What follows belongs to an exercise in optimizing a design on an open flow for small area, a short achievable clock period and few clock cycles per item; a production flow would make more cautious choices. Where RTL was checked, it was by simulation tests only, not by an equivalence proof against the original. Function not checked in runs 5 to 7: the RTL went through the layout flow alone. Power figures rest on the tool's default switching activity, not on a simulated workload.

==> flow/design.v <==
`default_nettype none
package mnps_pkg;
  localparam int DEF_STACK_DEPTH = 16;
  localparam logic FUNC_NOTE_ON  = 1'b0;
  localparam logic FUNC_NOTE_OFF = 1'b1;
  localparam logic [1:0] ACT_NONE    = 2'd0;
  localparam logic [1:0] ACT_START   = 2'd1;
  localparam logic [1:0] ACT_SLIDE   = 2'd2;
  localparam logic [1:0] ACT_RELEASE = 2'd3;
  typedef struct packed {
    logic               func;
    logic        [15:0] note_id;
    logic signed [15:0] note_pitch;
    logic        [15:0] note_velocity;
  } evt_t;
  typedef struct packed {
    logic        [1:0]  action;
    logic        [15:0] voice_id;
    logic signed [15:0] voice_pitch;
    logic        [15:0] voice_velocity;
    logic               overflow;
    logic        [4:0]  held_count;
  } res_t;
  typedef struct packed {
    logic        [15:0] id;
    logic signed [15:0] pitch;
    logic        [15:0] velocity;
  } entry_t;
endpackage
`default_nettype wire
`default_nettype none
module mnps_stack #(
  parameter int STACK_DEPTH = mnps_pkg::DEF_STACK_DEPTH
) (
  input  wire logic                   clk,
  input  wire logic                   rst,
  input  wire logic                   up,
  input  wire logic [STACK_DEPTH-1:0] dn,
  input  wire logic [47:0]            wentry,
  input  wire logic [15:0]            key,
  output logic [STACK_DEPTH-1:0]      eq,
  output logic [STACK_DEPTH-1:0]      valid,
  output logic [STACK_DEPTH-1:0]      valid_n,
  output logic [47:0]                 ent0,
  output logic [47:0]                 ent1
);
  logic [47:0] mem [0:STACK_DEPTH-1];
  for (genvar i = 0; i < STACK_DEPTH; i++) begin : g_ent
    logic [47:0] below;
    logic [47:0] above;
    logic        vbelow;
    logic        vabove;
    logic        hold;
    if (i == 0) begin : g_first
      assign below  = wentry;
      assign vbelow = 1'b1;
    end else begin : g_mid
      assign below  = mem[i-1];
      assign vbelow = valid[i-1];
    end
    if (i == STACK_DEPTH - 1) begin : g_last
      assign above  = mem[i];
      assign vabove = 1'b0;
    end else begin : g_inner
      assign above  = mem[i+1];
      assign vabove = valid[i+1];
    end
    assign hold = !up && !dn[i];
    always_ff @(posedge clk) begin
      mem[i] <= ({48{up}} & below) | ({48{dn[i]}} & above) | ({48{hold}} & mem[i]);
    end
    assign valid_n[i] = (up && vbelow) || (dn[i] && vabove) || (hold && valid[i]);
    always_ff @(posedge clk) begin
      if (rst) begin
        valid[i] <= 1'b0;
      end else begin
        valid[i] <= valid_n[i];
      end
    end
    assign eq[i] = valid[i] && (mem[i][47:32] == key);
  end
  assign ent0 = mem[0];
  assign ent1 = mem[1];
endmodule
`default_nettype wire
`default_nettype none
module mono_note_priority_stack_unit #(
  parameter int STACK_DEPTH = mnps_pkg::DEF_STACK_DEPTH
) (
  input  wire logic           clk,
  input  wire logic           rst,
  input  wire logic           evt_valid,
  output logic                evt_ready,
  input  wire mnps_pkg::evt_t evt,
  output logic                res_valid,
  input  wire logic           res_ready,
  output mnps_pkg::res_t      res
);
  localparam int D = STACK_DEPTH;
  localparam logic [4:0] C_ONE = 5'd1;
  logic         f_v;
  logic         f_func;
  logic [15:0]  f_id;
  logic [15:0]  f_p;
  logic [15:0]  f_vel;
  logic [D-1:0] f_eq;      
  logic         f_go;      
  logic         f_up;      
  logic [D-1:0] f_hi;      
  logic [D-1:0] f_dn;      
  logic         f_found;   
  logic         f_rem;     
  logic [1:0]     oc;
  mnps_pkg::res_t s_res;
  mnps_pkg::res_t n_res;
  logic [4:0]  cnt;
  logic [15:0] sid;
  logic        svld;
  logic          go;
  logic          pop;
  logic          f_v_n;
  logic [1:0]    oc_n;
  logic          go_n;
  logic          on_n;
  logic [D-1:0]  eq;
  logic [D-1:0]  eq_c;
  logic [D-1:0]  eq_n;
  logic [D-1:0]  valid;
  logic [D-1:0]  valid_n;
  logic          on;
  logic          snd;
  logic          one;
  logic          sel1;
  logic [47:0]   ent0;
  logic [47:0]   ent1;
  logic [47:0]   top;
  logic [4:0]    cnt_n;
  mnps_stack #(
    .STACK_DEPTH (D)
  ) u_stack (
    .clk     (clk),
    .rst     (rst),
    .up      (f_up),
    .dn      (f_dn),
    .wentry  ({f_id, f_p, f_vel}),
    .key     (evt.note_id),
    .eq      (eq),
    .valid   (valid),
    .valid_n (valid_n),
    .ent0    (ent0),
    .ent1    (ent1)
  );
  assign go    = f_go;
  assign pop   = res_valid && res_ready;
  assign f_v_n = evt_ready ? evt_valid : f_v;
  assign oc_n  = oc + {1'b0, go} - {1'b0, pop};
  assign go_n  = f_v_n && !oc_n[1];
  assign on_n  = evt_ready ? (evt.func == mnps_pkg::FUNC_NOTE_ON) : (f_func == mnps_pkg::FUNC_NOTE_ON);
  always_comb begin
    if (f_up) begin
      eq_c = {eq[D-2:0], (f_id == evt.note_id)};
    end else begin
      for (int i = 0; i < D; i++) begin
        eq_c[i] = f_dn[i] ? ((i == D - 1) ? 1'b0 : eq[(i == D - 1) ? i : i + 1]) : eq[i];
      end
    end
  end
  assign eq_n = evt_ready ? eq_c : f_eq;
  always_comb begin
    f_hi[D-1] = 1'b0;
    for (int i = D - 2; i >= 0; i--) begin
      f_hi[i] = f_hi[i+1] | f_eq[i+1];
    end
  end
  assign f_found = f_hi[0] | f_eq[0];
  assign f_rem   = f_go && !on && f_found;
  assign f_dn    = f_rem ? ~f_hi : '0;
  assign on    = (f_func == mnps_pkg::FUNC_NOTE_ON);
  assign snd   = svld && (sid == f_id);
  assign one   = !valid[1];
  assign sel1  = !f_hi[0] && valid[1];
  assign top   = sel1 ? ent1 : ent0;
  assign cnt_n = f_up ? cnt + C_ONE : f_rem ? cnt - C_ONE : cnt;
  always_comb begin
    if (on) begin
      n_res = {mnps_pkg::ACT_START, f_id, f_p, f_vel, valid[D-1], cnt_n};
    end else if (f_found && snd) begin
      n_res = {(one ? mnps_pkg::ACT_RELEASE : mnps_pkg::ACT_SLIDE), top, 1'b0, cnt_n};
    end else begin
      n_res = {mnps_pkg::ACT_NONE, 48'd0, 1'b0, cnt_n};
    end
  end
  always_ff @(posedge clk) begin
    if (rst) begin
      f_v       <= 1'b0;
      f_go      <= 1'b0;
      f_up      <= 1'b0;
      oc        <= 2'd0;
      evt_ready <= 1'b1;
      res_valid <= 1'b0;
      cnt       <= 5'd0;
      svld      <= 1'b0;
    end else begin
      f_v       <= f_v_n;
      f_go      <= go_n;
      f_up      <= go_n && on_n && !valid_n[D-1];
      oc        <= oc_n;
      evt_ready <= !f_v_n || !oc_n[1];
      res_valid <= (oc_n != 2'd0);
      cnt       <= cnt_n;
      if (go && on) begin
        svld <= 1'b1;
      end else if (f_rem && snd && one) begin
        svld <= 1'b0;
      end
    end
  end
  always_ff @(posedge clk) begin
    if (evt_ready) begin
      f_func <= evt.func;
      f_id   <= evt.note_id;
      f_p    <= evt.note_pitch;
      f_vel  <= evt.note_velocity;
    end
    f_eq <= eq_n;
    if (go && on) begin
      sid <= f_id;
    end else if (f_rem && snd) begin
      sid <= top[47:32];
    end
    if (!oc[1]) begin
      s_res <= n_res;
    end
    if (!res_valid || res_ready) begin
      res <= oc[1] ? s_res : n_res;
    end
  end
endmodule
`default_nettype wire
`default_nettype none
module mnps_top (
  input  wire logic        clk,
  input  wire logic        rst,
  input  wire logic        evt_valid,
  output logic             evt_ready,
  input  wire logic        evt_func,
  input  wire logic [15:0] evt_note_id,
  input  wire logic [15:0] evt_note_pitch,
  input  wire logic [15:0] evt_note_velocity,
  output logic             res_valid,
  input  wire logic        res_ready,
  output logic [1:0]       res_action,
  output logic [15:0]      res_voice_id,
  output logic [15:0]      res_voice_pitch,
  output logic [15:0]      res_voice_velocity,
  output logic             res_overflow,
  output logic [4:0]       res_held_count
);
  mnps_pkg::evt_t evt;
  mnps_pkg::res_t res;
  assign evt = {evt_func, evt_note_id, evt_note_pitch, evt_note_velocity};
  assign res_action         = res.action;
  assign res_voice_id       = res.voice_id;
  assign res_voice_pitch    = res.voice_pitch;
  assign res_voice_velocity = res.voice_velocity;
  assign res_overflow       = res.overflow;
  assign res_held_count     = res.held_count;
  mono_note_priority_stack_unit #(
    .STACK_DEPTH (mnps_pkg::DEF_STACK_DEPTH)
  ) u_unit (
    .clk       (clk),
    .rst       (rst),
    .evt_valid (evt_valid),
    .evt_ready (evt_ready),
    .evt       (evt),
    .res_valid (res_valid),
    .res_ready (res_ready),
    .res       (res)
  );
endmodule
`default_nettype wire
==> flow/run.sh <==
#!/bin/bash
# synth_recipe.tcl (not shown) runs the flow's synth.tcl, then flattens the netlist and writes it again
# the make line also repeats each setting of config.mk as NAME=value (left out here)
make -C /OpenROAD-flow-scripts/flow DESIGN_CONFIG=/design/flow/config.mk WORK_HOME=/design/flow/orfs CLKGATE_MAP_FILE= SYNTH_SCRIPT=/design/flow/synth_recipe.tcl finish
==> flow/config.mk <==
export PLATFORM = sky130hd
export DESIGN_NAME = mnps_top
export DESIGN_NICKNAME = mnps_top
export VERILOG_FILES = /design/flow/design.v
export SDC_FILE = /design/flow/constraint.sdc
export NUM_CORES = 4
export LEC_CHECK = 0
export CAP_MARGIN = 20
export CORE_MARGIN = 2
export CORE_UTILIZATION = 40
export SETUP_SLACK_MARGIN = 2.5
export SLEW_MARGIN = 20
==> flow/constraint.sdc <==
create_clock -name core_clock -period 5.0 [get_ports {clk}]
set_input_delay 1.0000 -clock core_clock [delete_from_list [all_inputs] [get_ports {clk}]]
set_output_delay 1.0000 -clock core_clock [all_outputs]
set_load 0.01 [all_outputs]
==> flow_summary.json, run 1 <==
{
  "drt-total-wl_mm": 121.5,
  "fin_area_um2": 48560,
  "slew_violations": 0,
  "rsz0062_at_grt": "yes",
  "utilization": 0.4941,
  "endpoint_kind": "flip-flop",
  "hold_start": "u_unit.u_stack.mem[12][24]",
  "status": "finished clean",
  "holdCritPathClass": "flip-flop to flip-flop",
  "antenna_found_initial": 2,
  "arrival_ps": 3030,
  "ys_seq_area_frac": 0.5350,
  "synthCells": 4316,
  "cp_slowest_stage_delay_ps": 590,
  "largest_reg_flops": 768,
  "start_kind": "flip-flop",
  "ant_nets": 0,
  "regToRegSetupSlack_ps": 2370,
  "p_leak_nw": 20.21,
  "area_growth_pct": 22.60,
  "ys_types": 52,
  "grt_max_degree": 176,
  "netlist.area_leader.share": 0.4311,
  "syn_nets": 4373,
  "drt_pass1_iterations": 8,
  "place_ws_ps": 1191,
  "row_count": 115,
  "p_total_mw": 26.29,
  "fin_worst_skew_ps": 22.53,
  "clock.fmax_mhz": 380.9,
  "whs_path_depth": 2,
  "path_max_fanout": 8,
  "ir_worst_vdd_uv": 305.0,
  "dp_hpwl_mm": 70.96,
  "coreArea_um2": 98280,
  "port_buffers": 110,
  "initial_core_util": 0.4030,
  "reg2reg_from": "u_unit.f_eq[9]",
  "clock_tree.root_cell": "clkbuf_16",
  "worstSkewPairLatency_ps": 680,
  "syn_area_per_cell_um2": 9.177,
  "cts_tree": "built",
  "grt.total_usage": 0.2155,
  "finalSetupViolCount": 0,
  "h-tree-depth": 3,
  "hold_ws_ps": 458.8,
  "fin_nets": 4519,
  "critical_path_class": "flip-flop to flip-flop",
  "fin_setup_tns_ps": 0,
  "grt-ovfl-total": 0,
  "min_period_over_period": 0.5250,
  "worst_ep_required_time_ps": 5410,
  "fin_ws_ps": 2375,
  "clk_pin_slew_ps": 70,
  "drc": 0,
  "cap_violations": 0,
  "power_density_nw_per_um2": 541.4,
  "reg2regPathDepth": 9,
  "rr_endpoint": "u_unit.res[29]",
  "synth_top_cell_by_area": "dfxtp_1",
  "reg.largest.list": "u_unit.u_stack.mem: 768 flops, u_unit.res: 56 flops, u_unit.s_res: 56 flops",
  "grt_pass1_vias": 28670,
  "place.gp.congestion": 0.8831,
  "cp_slowest_cell": "or4_4",
  "drive_gt1_frac": 0.1340,
  "drt_iter0_drc": 3266,
  "max_slew_margin": 0.2992,
  "cp_num_cells": 9,
  "die_h_um": 318.7,
  "dp_cells": 5468,
  "crit_chain": "or4_4 > nor4_4 > buf_4 > and3_4 > buf_12 > buf_6 > buf_16 > mux2i_4 > o21ai_4",
  "crit_family": "simple AND/OR/NAND/NOR gates",
  "crit_buf_inv": 4,
  "regMostFlops": "u_unit.u_stack.mem",
  "cts.sinks": 990,
  "synthTopCellsByArea": "dfxtp_1 (43%), a22oi_1 (15%), nand2_1 (14%)",
  "pin_count": 111,
  "hold_end": "u_unit.u_stack.mem[12][24]",
  "vias": 31820,
  "ys_seq_elements": 990,
  "stdcell_count": 5827,
  "placed_area_um2": 41910,
  "routedWlPerCell_um": 20.85,
  "period_needed_ps": 2625,
  "numCtsBuffers": 98,
  "grt_pass1_wl_mm": 177.3,
  "post_synth_instance_area_um2": 39610,
  "synth_warnings": 3,
  "die_x_um": 318.7,
  "hold_viol": 0,
  "cts_buffer_depth": 3,
  "worstMarginPinSlew_ps": 1051,
  "avgViaCountPerCell": 5.461,
  "fp.dieArea_um2": 101600
}
-- worst max path at each step --
stage,from,to,slack (ps)
after global routing,u_unit.f_eq[9],u_unit.res[17],2310
after detailed placement,evt_note_id[10],u_unit.f_eq[12],1190
final,u_unit.f_eq[9],u_unit.res[29],2370
after CTS,u_unit.f_eq[10],u_unit.res[17],2400
after floorplan,u_unit.f_eq[10],u_unit.res[30],2500
after global placement,evt_note_id[10],u_unit.f_eq[12],1210
-- area by class of cell --
cell class              instances  area [um^2]
fillers                      8890        49720
flip-flops and latches        990        21200
multi-input cells            3017        18440
repair buffers                348         4053
clock buffers                 140         2794
well taps                    1287         1610
clock inverters                37        430.4
inverters                       7        26.28
diodes                          1        2.502
-- routing by layer --
layer / vias to the layer above / track usage / part of all wire
met5: - / 0 / 0
met4: 0 / 0.07288 / 0.037
met3: 247 / 0.02690 / 0.050
met2: 1034 / 0.3399 / 0.47
met1: 15090 / 0.3047 / 0.45
li1: 15450 / - / -
-- timing repair --
item	in CTS	in global routing
hold buffers	0	0
setup endpoints to repair	1007	694
resized for setup	256	192
gates cloned	20	34
setup buffers	77	50
hold endpoints to repair	0	0
pin swaps	43	48
-- cells by family after synthesis --
family | Yosys count | synth area share
buf+inv | 323 | 0.03333
compound gates | 951 | 0.1750
flops | 990 | 0.5350
xor+xnor | 294 | 0.06501
simple gates | 1688 | 0.1736
fa+ha+maj | 4 | 0.001264
mux | 66 | 0.01671
-- Yosys cell counts, drive strengths merged --
| cell | instances |
|---|---|
| nand2 | 1492 |
| dfxtp | 853 |
| a22oi | 768 |
| clkbuf | 244 |
| xnor2 | 213 |
| edfxtp | 137 |
| xor2 | 81 |
| o21ai | 73 |
| buf | 72 |
| mux2i | 65 |
| a21oi | 54 |
| nand4 | 53 |
| a22o | 50 |
| nor2 | 46 |
| nor4 | 41 |
| nor3b | 16 |
| nor3 | 10 |
| inv | 7 |
| nand3 | 5 |
| or3 | 5 |
| ha | 4 |
| a211oi | 3 |
| and2 | 3 |
| nand2b | 3 |
| or4 | 3 |
| and3 | 2 |
| nor2b | 2 |
| nor4b | 2 |
| or2 | 2 |
| a2111oi | 1 |
| a221oi | 1 |
| mux2 | 1 |
| nand3b | 1 |
| nand4bb | 1 |
| o31ai | 1 |
| or3b | 1 |
-- worst min-delay path, delay by kind of cell, from the launching register on --
family	cells	cell delay [ps]
flip-flops	1	320
AND/OR/NAND/NOR	2	90
-- report_power, final --
part | switching [mW] | leakage [nW] | internal, mW
Clock | 3.17 | 1.59 | 4.31
Sequential | 1.97 | 8.43 | 10.0
Combinational | 4.02 | 10.2 | 2.82
Total | 9.15 | 20.2 | 17.1
-- cell usage in the layout, fill, tap and decap left out, drive strengths merged, types with 2 or more instances in the layout --
cell type / count
a211oi: 3
a21oi: 54
a22o: 50
a22oi: 768
and2: 3
and3: 2
buf: 219
bufinv: 8
clkbuf: 161
clkdlybuf4s15: 11
clkdlybuf4s50: 36
clkinv: 24
clkinvlp: 2
dfxtp: 853
dlygate4sd2: 60
edfxtp: 137
ha: 4
inv: 10
mux2i: 65
nand2: 1492
nand2b: 3
nand3: 5
nand4: 53
nor2: 53
nor2b: 2
nor3: 10
nor3b: 16
nor4: 41
nor4b: 2
o21ai: 73
or2: 2
or3: 5
or3b: 8
or4: 3
xnor2: 213
xor2: 81
Testbench counts, summed over its fixed seeds: cycles 16,016, events 16,000.
==> run 2: changes to the inputs <==
--- a/flow/config.mk
+++ b/flow/config.mk
@@ -9,4 +9,4 @@
 export CORE_MARGIN = 2
 export CORE_UTILIZATION = 40
-export SETUP_SLACK_MARGIN = 2.5
+export SETUP_SLACK_MARGIN = 3.0
 export SLEW_MARGIN = 20
==> flow_summary.json, run 2 <==
{
  "status": "finished clean",
  "vias": 36320,
  "power_density_nw_per_um2": 541.2,
  "fin_setup_tns_ps": 0,
  "yosysMostFrequentCell": "nand2_1",
  "endpoint_kind": "flip-flop",
  "h-tree-depth": 3,
  "ys_seq_elements": 990,
  "stdcell_count": 6129,
  "hold_start": "u_unit.u_stack.mem[15][4]",
  "arrival_ps": 3370,
  "synth_commonest_cells": "nand2_1 (1492), dfxtp_1 (853), a22oi_1 (768)",
  "fp.dieArea_um2": 101600,
  "sequentialPowerShare": 0.390,
  "clkPwrFrac": 0.250,
  "clock_tree.root_cell": "clkbuf_16",
  "fin_nets": 4814,
  "rsz0062_at_grt": "yes",
  "drt-total-wl_mm": 157.0,
  "synthCells": 4316,
  "coreArea_um2": 98280,
  "synth_fa_ha_area_frac": 0.001264,
  "p_comb_frac": 0.360,
  "power.internal_mw": 20.16,
  "drt_pass1_iterations": 6,
  "yosys.area_share.simple": 0.1736,
  "grt_pass1_vias": 33640,
  "fin_worst_skew_ps": 45.64,
  "area_growth_pct": 49.13,
  "initial_core_util": 0.4030,
  "max_slew_margin": 0.3732,
  "cts_tree": "built",
  "ant_nets": 0,
  "dp_hpwl_mm": 73.01,
  "largest_reg_flops": 768,
  "ys_types": 52,
  "syn_area_per_cell_um2": 9.177,
  "async_reset_ff_frac": 0,
  "netSwitchingFraction": 0.3694,
  "diodes": 0,
  "start_kind": "flip-flop",
  "regMostFlops": "u_unit.u_stack.mem",
  "ir_worst_vdd_uv": 299.5,
  "fillCellCount": 7320,
  "synth_warnings": 3,
  "worst_ep_required_time_ps": 5630,
  "hold_end": "u_unit.u_stack.mem[14][4]",
  "regToRegSetupSlack_ps": 2260,
  "holdCritPathClass": "flip-flop to flip-flop",
  "grt.total_usage": 0.2768,
  "synth_top_family_by_area": "compound AO/OA/AOI/OAI gates",
  "reg2reg_from": "u_unit.f_eq[10]",
  "pin_count": 111,
  "place.gp.congestion": 0.9217,
  "antenna_found_initial": 1,
  "port_buffers": 110,
  "cts.sinks": 990,
  "path_max_fanout": 8,
  "synthTopCellsByArea": "dfxtp_1 (43%), a22oi_1 (15%), nand2_1 (14%)",
  "rr_endpoint": "u_unit.u_stack.mem[0][20]",
  "final_cell_mix": "nand2_1 (904), dfxtp_1 (849), nand2_2 (446)",
  "die_h_um": 318.7,
  "cap_violations": 0,
  "multiInputGateArea_um2": 22630,
  "drc": 0,
  "critical_path_class": "flip-flop to flip-flop",
  "reg.largest.list": "u_unit.u_stack.mem: 768 flops, u_unit.res: 56 flops, u_unit.s_res: 56 flops",
  "clock.fmax_mhz": 365.0,
  "post_synth_instance_area_um2": 39610,
  "final_common_cell": "nand2_1",
  "drt_iter0_drc": 3705,
  "clk_pin_slew_ps": 70,
  "reg2regPathDepth": 11,
  "period_needed_ps": 2740,
  "p_total_mw": 31.97,
  "ys_seq_area_frac": 0.5350,
  "routedWlPerCell_um": 25.62,
  "drive_gt1_frac": 0.4009,
  "synth_edf_count": 137,
  "postCtsHoldBufs": 0,
  "synth_top_cell_by_area": "dfxtp_1",
  "p_leak_nw": 23.91,
  "hold_viol": 0,
  "dp_cells": 5472,
  "cts_buffer_depth": 3,
  "finalSetupViolCount": 0,
  "grt_max_degree": 159,
  "synth_top_flop_cell": "dfxtp_1",
  "synth_xor_area_frac": 0.06501,
  "avgViaCountPerCell": 5.925,
  "area.sequential_um2": 21210,
  "worstMarginPinSlew_ps": 940.3,
  "slew_violations": 0,
  "die_x_um": 318.7,
  "netlist.area_leader.share": 0.4311,
  "min_period_over_period": 0.5479,
  "numCtsBuffers": 100,
  "grt_pass1_wl_mm": 218.6,
  "syn_nets": 4373,
  "synthMuxAreaShare": 0.01671,
  "worstSkewPairLatency_ps": 710,
  "p_sw_mw": 11.81,
  "synth-compound-area-share": 0.1750,
  "whs_path_depth": 2,
  "grt-ovfl-total": 0,
  "row_count": 115
}
-- run 2: cell counts after synthesis --
No cell type changed its count.
-- run 2: logic make-up (layout without fill, tap and decap cells) --
group,after synthesis,in the layout
multiplexers,66,66
buffers and inverters,323,834
flip-flops,990,990
AO/OA/AOI/OAI,951,951
adder cells (fa/ha/maj),4,4
XOR/XNOR,294,294
AND/OR/NAND/NOR,1688,1703
-- run 2: power groups by stage --
stage	Clock, mW	Sequential, mW	Combinational, mW
after global placement	0	12.0	5.31
after detailed placement	0	12.1	5.42
final	7.98	12.5	11.5
after global routing	8.34	12.6	12.0
after CTS	7.97	12.0	9.68
after floorplan	0	11.4	3.91
-- run 2: repair_timing --
| action | 4_1_cts | 5_1_grt |
|---|---|---|
| buffers inserted | 250 | 56 |
| resized for setup | 1234 | 774 |
| pin swaps | 389 | 356 |
| setup endpoints to repair | 1010 | 1013 |
| cloned | 142 | 22 |
-- run 2: metrics by stage --
stage | worst slack, ps | instance area, um^2 | hold WS (ps) | utilization
3_3_place_gp | 1420 | 42290 | 436.9 | 0.4304
5_1_grt | 2238 | 59060 | 484.2 | 0.6010
6_report | 2260 | 59060 | 457.3 | 0.6010
3_5_place_dp | 1419 | 42370 | 439.6 | 0.4311
4_1_cts | 2382 | 55090 | 460.1 | 0.5606
2_1_floorplan | 2683 | 41080 | 418.4 | -
-- run 2: per-layer routing --
| metal | GRT usage | share of wire | wire, um | vias up |
|---|---|---|---|---|
| met1 | 0.3312 | 0.37 | 57700 | 17620 |
| met2 | 0.4686 | 0.47 | 74540 | 1812 |
| li1 | - | - | - | 16150 |
| met3 | 0.04172 | 0.066 | 10440 | 725 |
| met4 | 0.1691 | 0.091 | 14340 | 2 |
| met5 | 0 | 0.000089 | 14 | - |
-- run 2: worst max-delay path by stage --
stage / start / endpoint / slack (ps) / depth (start not counted)
after floorplan: u_unit.f_eq[9] / u_unit.sid[12] / 2680 / 7
after global placement: evt_note_id[14] / u_unit.f_eq[7] / 1420 / 8
after detailed placement: evt_note_id[11] / u_unit.f_eq[1] / 1420 / 7
after CTS: u_unit.f_id[6] / u_unit.res[24] / 2380 / 8
after global routing: u_unit.f_eq[10] / u_unit.u_stack.mem[0][20] / 2240 / 11
final: u_unit.f_eq[10] / u_unit.u_stack.mem[0][20] / 2260 / 11
-- run 2: cell type report --
class	instances	area share
multi-input combinational	3018	0.3831
sequential	990	0.3590
timing repair buffer	640	0.1710
clock buffer	143	0.05010
tap	1287	0.02726
inverter	7	0.0004872
clock inverter	44	0.009024
-- run 2: critical path: stages, from the launching register on --
cell and delay, ps:
edfxtp_1 420, buf_6 140, or3_4 380, or4_4 570
buf_12 170, nor3_4 200, buf_12 170, buf_12 140
buf_12 110, buf_16 140, a22oi_1 80, nand2_1 150
==> run 3: changes to the inputs <==
--- a/flow/config.mk
+++ b/flow/config.mk
@@ -9,4 +9,4 @@
 export CORE_MARGIN = 2
 export CORE_UTILIZATION = 40
-export SETUP_SLACK_MARGIN = 3.0
+export SETUP_SLACK_MARGIN = 2.0
 export SLEW_MARGIN = 20
==> flow_summary.json, run 3 <==
{
  "final_common_cell": "nand2_1",
  "reg2regPathDepth": 8,
  "pin_count": 111,
  "period_needed_ps": 2956,
  "crit_chain": "or4_4 > nor2_4 > buf_4 > nor4b_4 > buf_4 > nor2_2 > nand2_1 > nand2_1",
  "whs_path_depth": 2,
  "dp_cells": 5472,
  "fin_worst_skew_ps": 21.37,
  "routedWlPerCell_um": 19.27,
  "synthTopCellsByArea": "dfxtp_1 (43%), a22oi_1 (15%), nand2_1 (14%)",
  "critPathLaunch": "u_unit.f_eq[4]",
  "final_cell_mix": "nand2_1 (1492), dfxtp_1 (850), a22oi_1 (768)",
  "holdCritPathClass": "flip-flop to flip-flop",
  "cap_violations": 0,
  "grt_max_degree": 185,
  "synthCells": 4316,
  "fin_setup_tns_ps": 0,
  "ir_worst_vdd_uv": 327.4,
  "numCtsBuffers": 98,
  "critical_path_class": "flip-flop to flip-flop",
  "finalSetupViolCount": 0,
  "slew_violations": 0,
  "cp_slowest_cell": "nor2_2",
  "rsz0062_at_grt": "yes",
  "yosysMostFrequentCell": "nand2_1",
  "dp_hpwl_mm": 70.45,
  "synth_edf_count": 137,
  "port_buffers": 110,
  "clk_pin_slew_ps": 60,
  "power_density_nw_per_um2": 551.8,
  "worstSkewPairLatency_ps": 680,
  "grt_pass1_wl_mm": 172.6,
  "largest_reg_flops": 768,
  "start_kind": "flip-flop",
  "ys_seq_area_frac": 0.5350,
  "p_leak_nw": 18.85,
  "crit_buf_inv": 2,
  "p_comb_frac": 0.221,
  "status": "finished clean",
  "grt.total_usage": 0.2083,
  "h-tree-depth": 3,
  "power.internal_mw": 16.69,
  "grt-ovfl-total": 0,
  "cp_slowest_stage_delay_ps": 680,
  "stdcell_count": 5684,
  "ys_types": 52,
  "place.gp.congestion": 0.8883,
  "ys_seq_elements": 990,
  "reg.largest.list": "u_unit.u_stack.mem: 768 flops, u_unit.res: 56 flops, u_unit.s_res: 56 flops",
  "ant_nets": 0,
  "route.met2.wl_mm": 48.99,
  "async_reset_ff_frac": 0,
  "cts_tree": "built",
  "arrival_ps": 3570,
  "regMostFlops": "u_unit.u_stack.mem",
  "synth_commonest_cells": "nand2_1 (1492), dfxtp_1 (853), a22oi_1 (768)",
  "cts.sinks": 990,
  "clkPwrFrac": 0.311,
  "wl_met1_mm": 52.96,
  "drt-total-wl_mm": 109.5,
  "syn_nets": 4373,
  "endpoint_kind": "flip-flop",
  "hold_start": "u_unit.s_res[55]",
  "grt_pass1_vias": 28170,
  "clock_tree.root_cell": "clkbuf_16",
  "hold_ws_ps": 455.3,
  "netlist.area_leader.share": 0.4311,
  "cts_buffer_depth": 3,
  "synth_warnings": 3,
  "min_period_over_period": 0.5913,
  "p_sw_mw": 8.527,
  "die_h_um": 318.7,
  "netSwitchingFraction": 0.3381,
  "avgViaCountPerCell": 5.353,
  "crit_family": "simple AND/OR/NAND/NOR gates",
  "initial_core_util": 0.4030,
  "drt_pass1_iterations": 8,
  "path_max_fanout": 12,
  "vias": 30430,
  "fp.dieArea_um2": 101600,
  "postCtsHoldBufs": 0,
  "fin_nets": 4372,
  "die_x_um": 318.7,
  "cp_num_cells": 8,
  "coreArea_um2": 98280,
  "antenna_found_initial": 0,
  "synth_top_flop_cell": "dfxtp_1",
  "hold_viol": 0,
  "worst_ep_required_time_ps": 5610,
  "post_synth_instance_area_um2": 39610,
  "row_count": 115,
  "worstMarginPinSlew_ps": 1035,
  "top_layer_used": "met4",
  "drc": 0,
  "routed-wl-met3_mm": 4.727,
  "drt_iter0_drc": 3094,
  "max_slew_margin": 0.3094,
  "clock.fmax_mhz": 338.2,
  "synth_top_cell_by_area": "dfxtp_1",
  "syn_area_per_cell_um2": 9.177,
  "sequentialPowerShare": 0.468,
  "area_growth_pct": 15.39,
  "drive_gt1_frac": 0.07552,
  "reg2reg_from": "u_unit.f_eq[4]"
}
[run 3: path summary, 6_finish.rpt]
kind	slack, ps	endpoint
worst min-delay path	460	u_unit.s_res[55]
worst max register to register	2040	u_unit.u_stack.mem[5][36]
worst min register to register	460	u_unit.s_res[55]
worst max-delay path	2040	u_unit.u_stack.mem[5][36]
[run 3: cell families (layout without fill, tap and decap cells)]
kind of cell,after synthesis,count (layout),synth area share
flops,990,990,0.5350
other cells,0,1,0
compound gates,951,951,0.1750
fa+ha+maj,4,4,0.001264
mux,66,66,0.01671
buf+inv,323,393,0.03333
xor+xnor,294,294,0.06501
simple gates,1688,1698,0.1736
[run 3: per-stage QoR]
stage / utilization / setup slack [ps] / power, mW / area [um^2]
after floorplan: - / 2141 / 14.87 / 39610
after global placement: 0.4265 / 1243 / 17.12 / 41920
after detailed placement: 0.4267 / 1204 / 17.24 / 41940
after CTS: 0.4633 / 1933 / 25.23 / 45530
after global routing: 0.4650 / 1980 / 26.46 / 45700
final: 0.4650 / 2044 / 25.22 / 45700
[run 3: layer usage]
metal	vias up	track usage
li1	15130	-
met1	14340	0.2994
met2	789	0.3263
met3	166	0.02334
met4	0	0.06667
met5	-	0
[run 3: final cells by class]
type	count	area [um^2]
well taps	1287	1610
fillers	9102	52570
clock inverters	39	540.5
multi-input cells	3013	17450
repair buffers	205	1978
flip-flops and latches	990	21200
diodes	1	2.502
inverters	7	26.28
clock buffers	142	2894
[run 3: tightest hold or removal path, cell delays in order, from the launching register on]
cell	delay, ps
dfxtp_1	300
nand2_1	50
nand2_1	70
[run 3: what timing repair did]
item | CTS | global route
endpoints found under the hold margin | 0 | 0
cloned | 7 | 3
buffers inserted | 10 | 10
pin swaps | 13 | 6
setup endpoints to repair | 700 | 221
resized for setup | 16 | 25
[run 3: power by group through the flow]
stage | clock network, mW | registers [mW] | logic, mW
finish | 7.84 | 11.8 | 5.56
global route | 8.30 | 12.0 | 6.14
CTS | 7.98 | 11.8 | 5.49
detailed placement | 0 | 11.9 | 5.31
global placement | 0 | 11.9 | 5.22
floorplan | 0 | 11.4 | 3.50
==> run 4: changes to the inputs <==
--- a/flow/config.mk
+++ b/flow/config.mk
@@ -9,4 +9,7 @@
 export CORE_MARGIN = 2
 export CORE_UTILIZATION = 40
-export SETUP_SLACK_MARGIN = 2.0
+export CTS_BUF_LIST = sky130_fd_sc_hd__clkbuf_8
+export CTS_CLUSTER_DIAMETER = 45
+export CTS_CLUSTER_SIZE = 20
+export SETUP_SLACK_MARGIN = 2.5
 export SLEW_MARGIN = 20
==> flow_summary.json, run 4 <==
{
  "status": "finished clean",
  "fin_worst_skew_ps": 45.71,
  "area.sequential_um2": 21200,
  "netlist.area_leader.share": 0.4311,
  "synth_top_flop_cell": "dfxtp_1",
  "power_density_nw_per_um2": 522.9,
  "grt_pass1_vias": 28680,
  "multiInputGateArea_um2": 18940,
  "fp.dieArea_um2": 101600,
  "period_needed_ps": 2701,
  "h-tree-depth": 3,
  "drc": 0,
  "reg2reg_from": "u_unit.f_eq[9]",
  "p_leak_nw": 20.24,
  "reg.largest.list": "u_unit.u_stack.mem: 768 flops, u_unit.res: 56 flops, u_unit.s_res: 56 flops",
  "syn_area_per_cell_um2": 9.177,
  "ys_seq_elements": 990,
  "synth_top_cell_by_area": "dfxtp_1",
  "synthTopCellsByArea": "dfxtp_1 (43%), a22oi_1 (15%), nand2_1 (14%)",
  "async_reset_ff_frac": 0,
  "grt_pass1_wl_mm": 175.8,
  "endpoint_kind": "flip-flop",
  "numCtsBuffers": 106,
  "worstMarginPinSlew_ps": 1050,
  "cts_buffer_depth": 3,
  "cts.sinks": 990,
  "area_growth_pct": 23.95,
  "final_common_cell": "nand2_1",
  "die_h_um": 318.7,
  "avgViaCountPerCell": 5.504,
  "drt_pass1_iterations": 6,
  "finalSetupViolCount": 0,
  "final_cell_mix": "nand2_1 (1369), dfxtp_1 (850), a22oi_1 (722)",
  "drive_gt1_frac": 0.1813,
  "row_count": 115,
  "fin_setup_tns_ps": 0,
  "busiest_layer": "met2",
  "place.gp.congestion": 0.8831,
  "postCtsHoldBufs": 0,
  "grt-ovfl-total": 0,
  "ys_types": 52,
  "regToRegSetupSlack_ps": 2300,
  "start_kind": "flip-flop",
  "hold_viol": 0,
  "rsz0062_at_grt": "yes",
  "yosysMostFrequentCell": "nand2_1",
  "synthCells": 4316,
  "reg2regPathDepth": 9,
  "rr_endpoint": "u_unit.res[31]",
  "clock_tree.root_cell": "clkbuf_8",
  "clk_pin_slew_ps": 110,
  "regMostFlops": "u_unit.u_stack.mem",
  "drt_iter0_drc": 3335,
  "cts_tree": "built",
  "vias": 32400,
  "arrival_ps": 3210,
  "ys_seq_area_frac": 0.5350,
  "dp_hpwl_mm": 70.96,
  "synth_edf_count": 137,
  "routedWlPerCell_um": 21.27,
  "post_synth_instance_area_um2": 39610,
  "stdcell_count": 5887,
  "hold_start": "u_unit.u_stack.mem[14][24]",
  "fillCellCount": 8864,
  "antenna_found_initial": 1,
  "path_max_fanout": 8,
  "whs_path_depth": 2,
  "synth_commonest_cells": "nand2_1 (1492), dfxtp_1 (853), a22oi_1 (768)",
  "grt_use_met2": 0.3329,
  "grt.total_usage": 0.2126,
  "syn_nets": 4373,
  "pin_count": 111,
  "port_buffers": 110,
  "worst_ep_required_time_ps": 5510,
  "grt_util_met3": 0.02512,
  "critical_path_class": "flip-flop to flip-flop",
  "clock.fmax_mhz": 370.2,
  "slew_violations": 0,
  "largest_reg_flops": 768,
  "min_period_over_period": 0.5403,
  "holdCritPathClass": "flip-flop to flip-flop",
  "synth_warnings": 3,
  "ant_nets": 0,
  "gr-usage-met1": 0.3036,
  "grt_max_degree": 176,
  "cap_violations": 0,
  "worstSkewPairLatency_ps": 770,
  "fin_nets": 4562,
  "drt-total-wl_mm": 125.2,
  "ir_worst_vdd_uv": 264.3,
  "hold_end": "u_unit.u_stack.mem[14][24]",
  "max_slew_margin": 0.3001,
  "initial_core_util": 0.4030,
  "die_x_um": 318.7,
  "dp_cells": 5468,
  "coreArea_um2": 98280
}
## run 4: cell counts after synthesis
No cell type changed its count.
## run 4: metal layers
metal	wire, um	vias to the layer above
met5	0	-
li1	-	15550
met3	6073	277
met4	5397	0
met2	59270	1132
met1	54480	15450
## run 4: through the flow
step	cell area [um^2]	setup slack (ps)	power [mW]	hold WS (ps)	util
detailed placement	41910	1191	17.28	448.6	0.4265
CTS	45990	2364	24.02	463.9	0.4679
finish	49090	2299	25.67	462.3	0.4995
floorplan	39690	2500	14.87	418.5	-
global route	49090	2204	26.85	477.8	0.4995
global placement	41790	1212	17.08	431.4	0.4253
## run 4: critical path, stage by stage (launching register included)
cell and delay (ps):
edfxtp_1 430, or4_4 590, nor4_4 220, buf_4 190
and3_4 230, buf_12 140, buf_8 120, buf_16 160
mux2i_1 250, o21ai_2 100
## run 4: power breakdown
group | internal, mW | switching (mW) | leakage (nW) | total, mW
Combinational | 3.14 | 4.21 | 10.5 | 7.35
Sequential | 9.99 | 2.12 | 8.43 | 12.1
Clock | 2.68 | 3.52 | 1.30 | 6.20
Total | 15.8 | 9.86 | 20.2 | 25.7
## run 4: layout make-up
| class | count | share of cell area |
|---|---|---|
| inverters | 7 | 0.0005862 |
| clock buffers | 111 | 0.03112 |
| multi-input cells | 3019 | 0.3858 |
| flip-flops and latches | 990 | 0.4318 |
| well taps | 1287 | 0.03280 |
| diodes | 1 | 0.00005097 |
| clock inverters | 91 | 0.02146 |
| repair buffers | 381 | 0.09637 |
## run 4: worst max-delay path by stage
stage	from	to	slack (ps)	depth (start not counted)
after floorplan	u_unit.f_eq[10]	u_unit.res[30]	2500	8
after global placement	evt_note_id[10]	u_unit.f_eq[12]	1210	7
after detailed placement	evt_note_id[10]	u_unit.f_eq[12]	1190	7
after CTS	u_unit.f_eq[9]	u_unit.res[12]	2360	9
after global routing	u_unit.f_eq[9]	u_unit.res[31]	2200	9
final	u_unit.f_eq[9]	u_unit.res[31]	2300	9
## run 4: logic make-up after synthesis
family                     share of synthesized area
DFF                                           0.5350
adders and majority gates                   0.001264
and+or+nand+nor                               0.1736
buffers and inverters                        0.03333
xor gates and xnor gates                     0.06501
AOI/OAI and AO/OA                             0.1750
muxes                                        0.01671
## run 4: repair_timing
item / 4_1_cts / 5_1_grt
resized for setup: 290 / 362
gates cloned: 18 / 57
buffers inserted: 68 / 73
setup endpoints to repair: 1007 / 612
endpoints found under the hold margin: 0 / 0
pin swaps: 41 / 152
==> run 5: changes to the inputs <==
--- a/flow/design.v
+++ b/flow/design.v
@@ -105,9 +105,8 @@
   logic [15:0]  f_vel;
   logic [D-1:0] f_eq;      
-  logic         f_go;      
+  logic         f_found;   
+  logic         f_deep;    
   logic         f_up;      
-  logic [D-1:0] f_hi;      
   logic [D-1:0] f_dn;      
-  logic         f_found;   
   logic         f_rem;     
   logic [1:0]     oc;
@@ -126,4 +125,6 @@
   logic [D-1:0]  eq_c;
   logic [D-1:0]  eq_n;
+  logic [D-1:0]  hi_n;
+  logic          found_n;
   logic [D-1:0]  valid;
   logic [D-1:0]  valid_n;
@@ -151,5 +152,5 @@
     .ent1    (ent1)
   );
-  assign go    = f_go;
+  assign go    = f_v && !oc[1];
   assign pop   = res_valid && res_ready;
   assign f_v_n = evt_ready ? evt_valid : f_v;
@@ -168,16 +169,14 @@
   assign eq_n = evt_ready ? eq_c : f_eq;
   always_comb begin
-    f_hi[D-1] = 1'b0;
+    hi_n[D-1] = 1'b0;
     for (int i = D - 2; i >= 0; i--) begin
-      f_hi[i] = f_hi[i+1] | f_eq[i+1];
-    end
-  end
-  assign f_found = f_hi[0] | f_eq[0];
-  assign f_rem   = f_go && !on && f_found;
-  assign f_dn    = f_rem ? ~f_hi : '0;
+      hi_n[i] = hi_n[i+1] | eq_n[i+1];
+    end
+  end
+  assign found_n = hi_n[0] | eq_n[0];
   assign on    = (f_func == mnps_pkg::FUNC_NOTE_ON);
   assign snd   = svld && (sid == f_id);
   assign one   = !valid[1];
-  assign sel1  = !f_hi[0] && valid[1];
+  assign sel1  = !f_deep && valid[1];
   assign top   = sel1 ? ent1 : ent0;
   assign cnt_n = f_up ? cnt + C_ONE : f_rem ? cnt - C_ONE : cnt;
@@ -194,6 +193,7 @@
     if (rst) begin
       f_v       <= 1'b0;
-      f_go      <= 1'b0;
       f_up      <= 1'b0;
+      f_dn      <= '0;
+      f_rem     <= 1'b0;
       oc        <= 2'd0;
       evt_ready <= 1'b1;
@@ -203,6 +203,7 @@
     end else begin
       f_v       <= f_v_n;
-      f_go      <= go_n;
       f_up      <= go_n && on_n && !valid_n[D-1];
+      f_dn      <= (go_n && !on_n) ? ~hi_n & {D{found_n}} : '0;
+      f_rem     <= go_n && !on_n && found_n;
       oc        <= oc_n;
       evt_ready <= !f_v_n || !oc_n[1];
@@ -223,5 +224,7 @@
       f_vel  <= evt.note_velocity;
     end
-    f_eq <= eq_n;
+    f_eq    <= eq_n;
+    f_found <= found_n;
+    f_deep  <= hi_n[0];
     if (go && on) begin
       sid <= f_id;
--- a/flow/config.mk
+++ b/flow/config.mk
@@ -9,7 +9,4 @@
 export CORE_MARGIN = 2
 export CORE_UTILIZATION = 40
-export CTS_BUF_LIST = sky130_fd_sc_hd__clkbuf_8
-export CTS_CLUSTER_DIAMETER = 45
-export CTS_CLUSTER_SIZE = 20
 export SETUP_SLACK_MARGIN = 2.5
 export SLEW_MARGIN = 20
==> flow_summary.json, run 5 <==
{
  "fin_setup_tns_ps": 0,
  "grt.total_usage": 0.2281,
  "syn_area_per_cell_um2": 9.090,
  "coreArea_um2": 101600,
  "critical_path_class": "input pin to flip-flop",
  "initial_core_util": 0.4026,
  "regMostFlops": "u_unit.u_stack.mem",
  "port_buffers": 110,
  "holdCritPathClass": "flip-flop to flip-flop",
  "netlist.area_leader.share": 0.4341,
  "rsz0062_at_grt": "yes",
  "reg.largest.list": "u_unit.u_stack.mem: 768 flops, u_unit.res: 56 flops, u_unit.s_res: 56 flops",
  "post_synth_instance_area_um2": 40900,
  "fin_nets": 4641,
  "grt_max_degree": 176,
  "dp_hpwl_mm": 73.87,
  "die_x_um": 323.8,
  "ys_seq_elements": 1008,
  "cts.sinks": 1008,
  "netSwitchingFraction": 0.3433,
  "synth_top_flop_cell": "dfxtp_1",
  "grt-ovfl-total": 0,
  "largest_reg_flops": 768,
  "numCtsBuffers": 102,
  "arrival_ps": 3220,
  "cp_common_cell": "buf_12",
  "worstMarginPinSlew_ps": 1020,
  "power.internal_mw": 17.49,
  "p_leak_nw": 20.83,
  "clock.fmax_mhz": 378.2,
  "hold_viol": 0,
  "power_density_nw_per_um2": 534.8,
  "final_common_cell": "nand2_1",
  "drt_iter0_drc": 3440,
  "syn_nets": 4557,
  "place.gp.congestion": 0.9077,
  "fin_ws_ps": 2356,
  "cts_tree": "built",
  "path_max_fanout": 7,
  "synthTopCellsByArea": "dfxtp_1 (43%), nand2_1 (14%), a22oi_1 (13%)",
  "slew_violations": 0,
  "area_growth_pct": 21.80,
  "die_h_um": 323.8,
  "finalSetupViolCount": 0,
  "sequentialPowerShare": 0.478,
  "grt_pass1_vias": 30690,
  "pin_count": 111,
  "whs_path_depth": 2,
  "status": "finished clean",
  "worst_ep_required_time_ps": 5570,
  "clk_pin_slew_ps": 60,
  "max_slew_margin": 0.3203,
  "ir_worst_vdd_uv": 414.0,
  "synth_commonest_cells": "nand2_1 (1506), dfxtp_1 (887), a22oi_1 (734)",
  "drive_gt1_frac": 0.1505,
  "fin_worst_skew_ps": 32.20,
  "yosysMostFrequentCell": "nand2_1",
  "routedWlPerCell_um": 20.34,
  "p_sw_mw": 9.147,
  "min_period_over_period": 0.5289,
  "fp.dieArea_um2": 104800,
  "clkPwrFrac": 0.290,
  "drt_pass1_iterations": 6,
  "synth_top_cell_by_area": "dfxtp_1",
  "drt-total-wl_mm": 122.8,
  "postCtsHoldBufs": 0,
  "endpoint_kind": "flip-flop",
  "synthCells": 4500,
  "avgViaCountPerCell": 5.462,
  "row_count": 117,
  "clock_tree.root_cell": "clkbuf_16",
  "synth_edf_count": 121,
  "async_reset_ff_frac": 0,
  "cp_slowest_cell": "nor4_1",
  "ant_nets": 0,
  "diodes": 0,
  "h-tree-depth": 3,
  "grt_pass1_wl_mm": 189.2,
  "cts_buffer_depth": 3,
  "vias": 32980,
  "worstSkewPairLatency_ps": 680,
  "antenna_found_initial": 2,
  "p_comb_frac": 0.232,
  "crit_chain": "buf_6 > buf_12 > buf_12 > buf_4 > xnor2_1 > nand4_1 > nor4_1 > a32oi_1 > o21ai_4 > nor3_4 > buf_12 > a2111oi_4",
  "start_kind": "input pin",
  "cap_violations": 0,
  "period_needed_ps": 2644,
  "final_cell_mix": "nand2_1 (1503), dfxtp_1 (869), a22oi_1 (733)",
  "reg2regPathDepth": 5,
  "drc": 0,
  "synth_warnings": 3,
  "cp_slowest_stage_delay_ps": 440,
  "place_ws_ps": 576.2,
  "ys_types": 69,
  "ys_seq_area_frac": 0.5230
}
-- run 5: timing repair --
item / 4_1_cts / 5_1_grt
gates cloned: 17 / 1
buffers inserted: 86 / 21
pin swaps: 61 / 69
endpoints found under the hold margin: 0 / 0
gates resized for setup: 355 / 154
setup endpoints to repair: 520 / 166
-- run 5: cells by family (layout without fill, tap and decap cells) --
family / count (synthesis) / in the layout / synth area share
xor gates and xnor gates: 290 / 290 / 0.06210
buffers and inverters: 384 / 551 / 0.04099
DFF: 1008 / 1008 / 0.5230
muxes: 69 / 69 / 0.01890
AOI/OAI and AO/OA: 960 / 960 / 0.1749
and+or+nand+nor: 1785 / 1788 / 0.1789
adders and majority gates: 4 / 4 / 0.001224
-- run 5: metal layers --
metal	GRT usage	share of wire	vias to the layer above
met5	0	0	-
met4	0.08683	0.035	0
met3	0.03140	0.061	227
met2	0.3412	0.44	1094
met1	0.3322	0.47	15800
li1	-	-	15860
-- run 5: per-stage QoR --
stage	power, mW	utilization	hold WS [ps]	area [um^2]	instances
4_1_cts	26.33	0.4801	449.8	48780	6015
3_5_place_dp	18.08	0.4252	445.5	43200	5722
3_3_place_gp	17.92	0.4243	438.7	43110	5718
6_report	26.64	0.4904	446.7	49820	6038
5_1_grt	27.98	0.4904	462.2	49820	6038
2_1_floorplan	15.70	-	429.8	41110	4500
-- run 5: final timing paths --
kind / from / endpoint / slack (ps)
worst min register to register: u_unit.s_res[42] / u_unit.s_res[42] / 450
worst max-delay path: evt_note_id[4] / u_unit.f_dn[9] / 2360
worst min-delay path: u_unit.s_res[42] / u_unit.s_res[42] / 450
worst max register to register: u_unit.f_func / u_unit.res[22] / 2390
-- run 5: area by class of cell --
| class | count | area [um^2] |
|---|---|---|
| fillers | 9351 | 51780 |
| flip-flops and latches | 1008 | 21420 |
| multi-input cells | 3111 | 19510 |
| repair buffers | 314 | 3596 |
| clock buffers | 151 | 3039 |
| well taps | 1368 | 1712 |
| clock inverters | 39 | 356.6 |
| inverters | 47 | 182.7 |
-- run 5: power groups by stage --
| stage | Clock, mW | Sequential, mW | Combinational, mW |
|---|---|---|---|
| 2_1_floorplan | 0 | 12.0 | 3.68 |
| 3_3_place_gp | 0 | 12.8 | 5.13 |
| 3_5_place_dp | 0 | 12.8 | 5.26 |
| 4_1_cts | 7.85 | 12.6 | 5.83 |
| 5_1_grt | 8.19 | 13.0 | 6.82 |
| 6_report | 7.72 | 12.7 | 6.18 |
-- run 5: critical path: cells and delay by family --
| kind | cells | cell delay [ps] |
|---|---|---|
| compound gates | 3 | 690 |
| xor+xnor | 1 | 150 |
| buf+inv | 5 | 680 |
| simple gates | 3 | 690 |
==> run 6: changes to the inputs <==
--- a/flow/config.mk
+++ b/flow/config.mk
@@ -9,4 +9,4 @@
 export CORE_MARGIN = 2
 export CORE_UTILIZATION = 40
-export SETUP_SLACK_MARGIN = 2.5
+export SETUP_SLACK_MARGIN = 1.0
 export SLEW_MARGIN = 20
==> flow_summary.json, run 6 <==
{
  "max_slew_margin": 0.3056,
  "cts_tree": "built",
  "finalSetupViolCount": 0,
  "numCtsBuffers": 102,
  "fp.dieArea_um2": 104800,
  "path_max_fanout": 11,
  "largest_reg_flops": 768,
  "power_density_nw_per_um2": 557.7,
  "drt-total-wl_mm": 110.9,
  "ys_types": 69,
  "grt.total_usage": 0.2068,
  "p_leak_nw": 19.40,
  "fin_nets": 4514,
  "clk_pin_slew_ps": 60,
  "regMostFlops": "u_unit.u_stack.mem",
  "ys_seq_area_frac": 0.5230,
  "worst_ep_required_time_ps": 5500,
  "slew_violations": 0,
  "clock.fmax_mhz": 274.4,
  "cts_resized": 0,
  "critical_path_class": "input pin to flip-flop",
  "holdCritPathClass": "flip-flop to flip-flop",
  "worstSkewPairLatency_ps": 660,
  "status": "finished clean",
  "grt_pass1_wl_mm": 175.8,
  "syn_nets": 4557,
  "crit_family": "buffers and inverters",
  "antenna_found_initial": 0,
  "routedWlPerCell_um": 18.77,
  "endpoint_kind": "flip-flop",
  "row_count": 117,
  "hold_viol": 0,
  "synth_top_flop_cell": "dfxtp_1",
  "netlist.area_leader.share": 0.4341,
  "crit_chain": "clkdlybuf4s50_1 > buf_4 > xor2_1 > nor4_1 > and2_1 > a32o_1 > a21oi_1 > nand4_2 > nor3_2 > a2111oi_0",
  "ys_seq_elements": 1008,
  "drt_pass1_iterations": 6,
  "port_buffers": 110,
  "crit_buf_inv": 2,
  "h-tree-depth": 3,
  "cp_slowest_cell": "clkdlybuf4s50_1",
  "cts_setup_buffers": 0,
  "ant_nets": 0,
  "ir_worst_vdd_uv": 476.9,
  "cap_violations": 0,
  "grt_pass1_vias": 29470,
  "fillCellCount": 9689,
  "avgViaCountPerCell": 5.401,
  "synthCells": 4500,
  "cp_num_cells": 10,
  "pin_count": 111,
  "die_h_um": 323.8,
  "fin_setup_tns_ps": 0,
  "fin_worst_skew_ps": 16.46,
  "async_reset_ff_frac": 0,
  "area_growth_pct": 14.18,
  "drc": 0,
  "coreArea_um2": 101600,
  "rsz0062_at_grt": "no",
  "synth_edf_count": 121,
  "die_x_um": 323.8,
  "synth_warnings": 3,
  "drive_gt1_frac": 0.08012,
  "postCtsHoldBufs": 0,
  "arrival_ps": 4150,
  "min_period_over_period": 0.7289,
  "vias": 31930,
  "drt_iter0_drc": 3123,
  "yosysMostFrequentCell": "nand2_1",
  "period_needed_ps": 3644,
  "grt_max_degree": 177,
  "reg.largest.list": "u_unit.u_stack.mem: 768 flops, u_unit.res: 56 flops, u_unit.s_res: 56 flops",
  "place.gp.congestion": 0.8961,
  "place_ws_ps": 758.6,
  "start_kind": "input pin",
  "synth_commonest_cells": "nand2_1 (1506), dfxtp_1 (887), a22oi_1 (734)",
  "fin_ws_ps": 1356,
  "reg2regPathDepth": 8,
  "syn_area_per_cell_um2": 9.090,
  "clock_tree.root_cell": "clkbuf_16",
  "cts_buffer_depth": 3,
  "cp_slowest_stage_delay_ps": 920,
  "cts.sinks": 1008,
  "final_common_cell": "nand2_1",
  "worstMarginPinSlew_ps": 1042,
  "synthTopCellsByArea": "dfxtp_1 (43%), nand2_1 (14%), a22oi_1 (13%)",
  "dp_hpwl_mm": 73.40,
  "grt-ovfl-total": 0,
  "whs_path_depth": 2,
  "synth_top_cell_by_area": "dfxtp_1",
  "post_synth_instance_area_um2": 40900,
  "final_cell_mix": "nand2_1 (1506), dfxtp_1 (869), a22oi_1 (734)",
  "initial_core_util": 0.4026
}
## run 6: cell counts after synthesis
Identical to the previous run, type by type.
## run 6: metrics by stage
| stage | utilization | instances | hold WS, ps | total power [mW] | cell area, um^2 |
|---|---|---|---|---|---|
| 6_report | 0.4597 | 5912 | 451.5 | 26.04 | 46700 |
| 4_1_cts | 0.4597 | 5911 | 454.2 | 26.18 | 46700 |
| 2_1_floorplan | - | 4500 | 429.8 | 15.66 | 40900 |
| 3_5_place_dp | 0.4242 | 5721 | 444.1 | 18.04 | 43090 |
| 3_3_place_gp | 0.4233 | 5717 | 437.3 | 17.87 | 43010 |
| 5_1_grt | 0.4597 | 5911 | 468.2 | 27.39 | 46700 |
## run 6: power by group
group	leakage (nW)	switching [mW]	internal, mW
Sequential	8.52	2.18	10.5
Clock	1.79	3.22	4.86
Combinational	9.09	3.15	2.14
## run 6: per-layer routing
metal	GRT usage	share of wire	vias up
met3	0.02585	0.051	177
met2	0.3102	0.43	910
met4	0.06914	0.027	0
li1	-	-	15600
met1	0.3057	0.49	15240
met5	0	0	-
## run 6: final timing paths
path | from | slack, ps | end
setup / recovery | evt_note_id[15] | 1360 | u_unit.f_dn[7]
hold / removal | u_unit.s_res[27] | 450 | u_unit.s_res[27]
setup reg to reg | u_unit.f_id[3] | 1700 | u_unit.res[18]
hold reg to reg | u_unit.s_res[27] | 450 | u_unit.s_res[27]
## run 6: cells by family (layout without fill, tap and decap cells)
logic type	count (synthesis)	count (layout)	share of synthesized area
adders and majority gates	4	4	0.001224
and+or+nand+nor	1785	1785	0.1789
AOI/OAI and AO/OA	960	960	0.1749
muxes	69	69	0.01890
buffers and inverters	384	427	0.04099
other	0	1	0
xor gates and xnor gates	290	290	0.06210
DFF	1008	1008	0.5230
## run 6: worst reg2reg max path, delay by kind of cell (launching register included)
kind / cells / cell delay [ps]
AO/OA/AOI/OAI: 2 / 360
XOR/XNOR: 1 / 230
buffers and inverters: 1 / 360
flip-flops: 1 / 500
AND/OR/NAND/NOR: 4 / 1680
## run 6: cell type report
cell class / count / area, um^2 / share of cell area
timing repair buffer: 190 / 1822 / 0.03901
clock buffer: 160 / 3201 / 0.06853
clock inverter: 30 / 406.6 / 0.008707
multi-input combinational: 3108 / 17960 / 0.3846
inverter: 47 / 176.4 / 0.003778
antenna: 1 / 2.502 / 0.00005358
tap: 1368 / 1712 / 0.03665
sequential: 1008 / 21420 / 0.4587
==> run 7: changes to the inputs <==
--- a/flow/design.v
+++ b/flow/design.v
@@ -105,8 +105,9 @@
   logic [15:0]  f_vel;
   logic [D-1:0] f_eq;      
+  logic         f_go;      
+  logic         f_up;      
+  logic [D-1:0] f_hi;      
+  logic [D-1:0] f_dn;      
   logic         f_found;   
-  logic         f_deep;    
-  logic         f_up;      
-  logic [D-1:0] f_dn;      
   logic         f_rem;     
   logic [1:0]     oc;
@@ -117,4 +118,6 @@
   logic        svld;
   logic          go;
+  logic          ld;
+  logic          r_v;
   logic          pop;
   logic          f_v_n;
@@ -125,6 +128,4 @@
   logic [D-1:0]  eq_c;
   logic [D-1:0]  eq_n;
-  logic [D-1:0]  hi_n;
-  logic          found_n;
   logic [D-1:0]  valid;
   logic [D-1:0]  valid_n;
@@ -152,10 +153,12 @@
     .ent1    (ent1)
   );
-  assign go    = f_v && !oc[1];
-  assign pop   = res_valid && res_ready;
-  assign f_v_n = evt_ready ? evt_valid : f_v;
+  assign go    = f_go;
+  assign ld    = !f_v || f_go;
+  assign r_v   = (oc != 2'd0);
+  assign pop   = r_v && res_ready;
+  assign f_v_n = ld ? evt_valid : f_v;
   assign oc_n  = oc + {1'b0, go} - {1'b0, pop};
   assign go_n  = f_v_n && !oc_n[1];
-  assign on_n  = evt_ready ? (evt.func == mnps_pkg::FUNC_NOTE_ON) : (f_func == mnps_pkg::FUNC_NOTE_ON);
+  assign on_n  = ld ? (evt.func == mnps_pkg::FUNC_NOTE_ON) : (f_func == mnps_pkg::FUNC_NOTE_ON);
   always_comb begin
     if (f_up) begin
@@ -167,16 +170,18 @@
     end
   end
-  assign eq_n = evt_ready ? eq_c : f_eq;
+  assign eq_n = ld ? eq_c : f_eq;
   always_comb begin
-    hi_n[D-1] = 1'b0;
+    f_hi[D-1] = 1'b0;
     for (int i = D - 2; i >= 0; i--) begin
-      hi_n[i] = hi_n[i+1] | eq_n[i+1];
-    end
-  end
-  assign found_n = hi_n[0] | eq_n[0];
+      f_hi[i] = f_hi[i+1] | f_eq[i+1];
+    end
+  end
+  assign f_found = f_hi[0] | f_eq[0];
+  assign f_rem   = f_go && !on && f_found;
+  assign f_dn    = f_rem ? ~f_hi : '0;
   assign on    = (f_func == mnps_pkg::FUNC_NOTE_ON);
   assign snd   = svld && (sid == f_id);
   assign one   = !valid[1];
-  assign sel1  = !f_deep && valid[1];
+  assign sel1  = !f_hi[0] && valid[1];
   assign top   = sel1 ? ent1 : ent0;
   assign cnt_n = f_up ? cnt + C_ONE : f_rem ? cnt - C_ONE : cnt;
@@ -193,7 +198,6 @@
     if (rst) begin
       f_v       <= 1'b0;
+      f_go      <= 1'b0;
       f_up      <= 1'b0;
-      f_dn      <= '0;
-      f_rem     <= 1'b0;
       oc        <= 2'd0;
       evt_ready <= 1'b1;
@@ -203,7 +207,6 @@
     end else begin
       f_v       <= f_v_n;
+      f_go      <= go_n;
       f_up      <= go_n && on_n && !valid_n[D-1];
-      f_dn      <= (go_n && !on_n) ? ~hi_n & {D{found_n}} : '0;
-      f_rem     <= go_n && !on_n && found_n;
       oc        <= oc_n;
       evt_ready <= !f_v_n || !oc_n[1];
@@ -218,5 +221,5 @@
   end
   always_ff @(posedge clk) begin
-    if (evt_ready) begin
+    if (ld) begin
       f_func <= evt.func;
       f_id   <= evt.note_id;
@@ -224,7 +227,5 @@
       f_vel  <= evt.note_velocity;
     end
-    f_eq    <= eq_n;
-    f_found <= found_n;
-    f_deep  <= hi_n[0];
+    f_eq <= eq_n;
     if (go && on) begin
       sid <= f_id;
@@ -235,5 +236,5 @@
       s_res <= n_res;
     end
-    if (!res_valid || res_ready) begin
+    if (!r_v || res_ready) begin
       res <= oc[1] ? s_res : n_res;
     end
--- a/flow/config.mk
+++ b/flow/config.mk
@@ -9,4 +9,4 @@
 export CORE_MARGIN = 2
 export CORE_UTILIZATION = 40
-export SETUP_SLACK_MARGIN = 1.0
+export SETUP_SLACK_MARGIN = 2.5
 export SLEW_MARGIN = 20
==> flow_summary.json, run 7 <==
{
  "reg2reg_from": "u_unit.f_eq[4]",
  "period_needed_ps": 2695,
  "async_reset_ff_frac": 0,
  "synthTopCellsByArea": "dfxtp_1 (43%), a22oi_1 (15%), nand2_1 (14%)",
  "clkPwrFrac": 0.275,
  "p_total_mw": 28.65,
  "hold_viol": 0,
  "port_buffers": 110,
  "fillCellCount": 8584,
  "regMostFlops": "u_unit.u_stack.mem",
  "routedWlPerCell_um": 22.39,
  "rsz0062_at_grt": "yes",
  "cts.sinks": 990,
  "grt.total_usage": 0.2269,
  "power.internal_mw": 18.34,
  "placed_area_um2": 41920,
  "min_period_over_period": 0.5390,
  "die_x_um": 318.4,
  "fin_worst_skew_ps": 21.09,
  "p_comb_frac": 0.271,
  "grt_pass1_vias": 29080,
  "cts_tree": "built",
  "slew_violations": 0,
  "start_kind": "flip-flop",
  "worst_ep_required_time_ps": 5570,
  "place_ws_ps": 1172,
  "vias": 32720,
  "final_cell_mix": "nand2_1 (1365), dfxtp_1 (851), a22oi_1 (670)",
  "syn_area_per_cell_um2": 9.142,
  "crit_chain": "or4_4 > nor4b_4 > buf_6 > and2_4 > or2_4 > nand2_8 > buf_12 > buf_16 > a22o_1",
  "grt_pass1_wl_mm": 183.1,
  "status": "finished clean",
  "synth_top_flop_cell": "dfxtp_1",
  "drt_iter0_drc": 3190,
  "drt-total-wl_mm": 132.5,
  "ant_nets": 0,
  "endpoint_kind": "flip-flop",
  "numCtsBuffers": 99,
  "ys_types": 52,
  "cap_violations": 0,
  "die_h_um": 318.4,
  "initial_core_util": 0.4029,
  "coreArea_um2": 98130,
  "fin_setup_tns_ps": 0,
  "synth_commonest_cells": "nand2_1 (1500), dfxtp_1 (853), a22oi_1 (765)",
  "drt_pass1_iterations": 6,
  "antenna_found_initial": 2,
  "p_sw_mw": 10.30,
  "grt_max_degree": 143,
  "netSwitchingFraction": 0.3597,
  "drive_gt1_frac": 0.1905,
  "syn_nets": 4382,
  "fin_area_um2": 50960,
  "h-tree-depth": 3,
  "grt-ovfl-total": 0,
  "drc": 0,
  "place.gp.congestion": 0.9140,
  "fin_nets": 4602,
  "avgViaCountPerCell": 5.528,
  "fin_ws_ps": 2305,
  "regToRegSetupSlack_ps": 2310,
  "worstSkewPairLatency_ps": 690,
  "synth_edf_count": 137,
  "cp_slowest_stage_delay_ps": 630,
  "synthCells": 4325,
  "worstMarginPinSlew_ps": 919.6,
  "power_density_nw_per_um2": 562.2,
  "reg.largest.list": "u_unit.u_stack.mem: 768 flops, u_unit.res: 56 flops, u_unit.s_res: 56 flops",
  "yosysMostFrequentCell": "nand2_1",
  "fp.dieArea_um2": 101400,
  "critPathLaunch": "u_unit.f_eq[4]",
  "rr_endpoint": "u_unit.u_stack.mem[15][7]",
  "p_leak_nw": 21.12,
  "synth_warnings": 3,
  "netlist.area_leader.share": 0.4319,
  "dp_hpwl_mm": 72.62,
  "largest_reg_flops": 768,
  "critical_path_class": "flip-flop to flip-flop",
  "synth_top_cell_by_area": "dfxtp_1",
  "multiInputGateArea_um2": 19020,
  "max_slew_margin": 0.3869,
  "clock_tree.root_cell": "clkbuf_16",
  "cp_slowest_cell": "or4_4",
  "finalSetupViolCount": 0,
  "ir_worst_vdd_uv": 242.3,
  "sequentialPowerShare": 0.455,
  "holdCritPathClass": "flip-flop to flip-flop",
  "clk_pin_slew_ps": 60,
  "post_synth_instance_area_um2": 39540,
  "clock.fmax_mhz": 371.1,
  "utilization": 0.5193,
  "ys_seq_area_frac": 0.5359,
  "cts_buffer_depth": 3,
  "reg2regPathDepth": 9,
  "area.sequential_um2": 21200,
  "row_count": 115,
  "final_common_cell": "nand2_1",
  "pin_count": 111,
  "critPathCapture": "u_unit.u_stack.mem[15][7]",
  "path_max_fanout": 6,
  "arrival_ps": 3260,
  "ys_seq_elements": 990,
  "area_growth_pct": 28.88
}
==> run 7: changes by cell type after synthesis, sizes merged, moves of 25 or more <==
cell	delta
nor2b	-59
a22oi	+31
a311oi	-32
dfxtp	-34
clkbuf	-47
nand3	-27
o21ai	+42
mux2	-66
inv	-38
buf	+25
mux2i	+60
==> run 7: power groups by stage <==
stage | clock network [mW] | logic, mW | registers, mW
2_1_floorplan | 0 | 3.87 | 12.0
3_3_place_gp | 0 | 5.41 | 12.9
3_5_place_dp | 0 | 5.53 | 12.9
4_1_cts | 7.95 | 6.21 | 12.8
5_1_grt | 8.28 | 8.34 | 13.3
6_report | 7.86 | 7.75 | 13.0
==> run 7: worst min-delay path by stage <==
stage | from | to | slack, ps | cells past startpoint
floorplan | u_unit.s_res[55] | u_unit.s_res[55] | 420 | 2
global placement | u_unit.s_res[55] | u_unit.s_res[55] | 430 | 2
detailed placement | u_unit.s_res[55] | u_unit.s_res[55] | 450 | 2
CTS | u_unit.u_stack.mem[11][26] | u_unit.u_stack.mem[11][26] | 460 | 2
global route | u_unit.u_stack.mem[13][24] | u_unit.u_stack.mem[13][24] | 470 | 2
finish | u_unit.u_stack.mem[12][12] | u_unit.u_stack.mem[12][12] | 460 | 2
==> run 7: cells by family (layout without fill, tap and decap cells) <==
| family | count (synthesis) | in the layout | share of synthesized area |
|---|---|---|---|
| other cells | 0 | 2 | 0 |
| flops | 990 | 990 | 0.5359 |
| simple gates | 1699 | 1714 | 0.1732 |
| compound gates | 951 | 951 | 0.1746 |
| xor+xnor | 294 | 294 | 0.06512 |
| buf+inv | 324 | 614 | 0.03389 |
| mux | 63 | 63 | 0.01595 |
| fa+ha+maj | 4 | 4 | 0.001266 |
==> run 7: area by class of cell <==
cell class,count,area share
Antenna cell,2,0.00009821
Clock buffer,132,0.05561
Clock inverter,54,0.01262
Inverter,9,0.0007121
Multi-Input combinational cell,3026,0.3733
Sequential cell,990,0.4159
Tap cell,1287,0.03160
Timing Repair Buffer,419,0.1101
==> run 7: timing repair <==
item	CTS	global route
hold buffers	0	0
pin swaps	44	182
buffers inserted	88	60
gates cloned	33	58
setup endpoints to repair	1006	823
resized for setup	268	454
==> run 7: critical path, delay by kind of cell, from the launching register on <==
kind | cells | cell delay (ps)
flip-flops | 1 | 430
AND/OR/NAND/NOR | 5 | 1400
buffers and inverters | 3 | 550
AO/OA/AOI/OAI | 1 | 180
==> run 7: metal layers <==
layer	GRT usage	vias to the layer above	routed length (um)
li1	-	15660	-
met1	0.3084	15560	55490
met2	0.3601	1183	63000
met3	0.02817	320	6707
met4	0.1050	0	7309
met5	0	-	0
==> run 7: per-stage QoR <==
stage	hold slack [ps]	cells
after floorplan	418.5	4325
after global placement	434.6	5492
after detailed placement	447.5	5492
after CTS	459.1	5799
after global routing	467.7	5917
final	458.8	5919

==> port drivers added, routing unchanged <==
The flow's constraints put no driver on any port. The routed layouts listed below were extracted and timed again, unchanged, in two steps. Step 1 (the two cells are an assumption about what drives the block):
set clk [get_ports {clk}]
set_driving_cell -lib_cell sky130_fd_sc_hd__clkbuf_16 $clk
set_driving_cell -lib_cell sky130_fd_sc_hd__buf_2 [delete_from_list [all_inputs] $clk]
Step 2 times the ports against the registers' clock, not the clock port: input delays grow and output delays shrink by t, the midpoint of the rising clock arrivals with the driver on. Slacks: ideal ports / drivers / drivers and shift; pairs: ideal ports / drivers.
run | t, ns | setup WS [ns] | worst slew at a driven data input, ns
run 1 | 0.744 | 2.375 / 2.375 / 1.878 | 0.06
run 2 | 0.754 | 2.260 / 2.260 / 1.776 | 0.06
run 3 | 0.726 | 2.044 / 2.044 / 1.402 | 0.05
run 4 | 0.812 | 2.299 / 2.299 / 1.781 | 0.06
run 5 | 0.736 | 2.356 / 2.385 / 1.650 | 0.09
run 6 | 0.724 | 1.356 / 1.397 / 0.673 | 0.08
run 7 | 0.746 | 2.305 / 2.305 / 1.831 | 0.05
After both steps setup and hold are still met in every run listed. The setup slack of run 5, which loses most, moves by +0.029 ns with the drivers and by -0.706 ns with both steps.
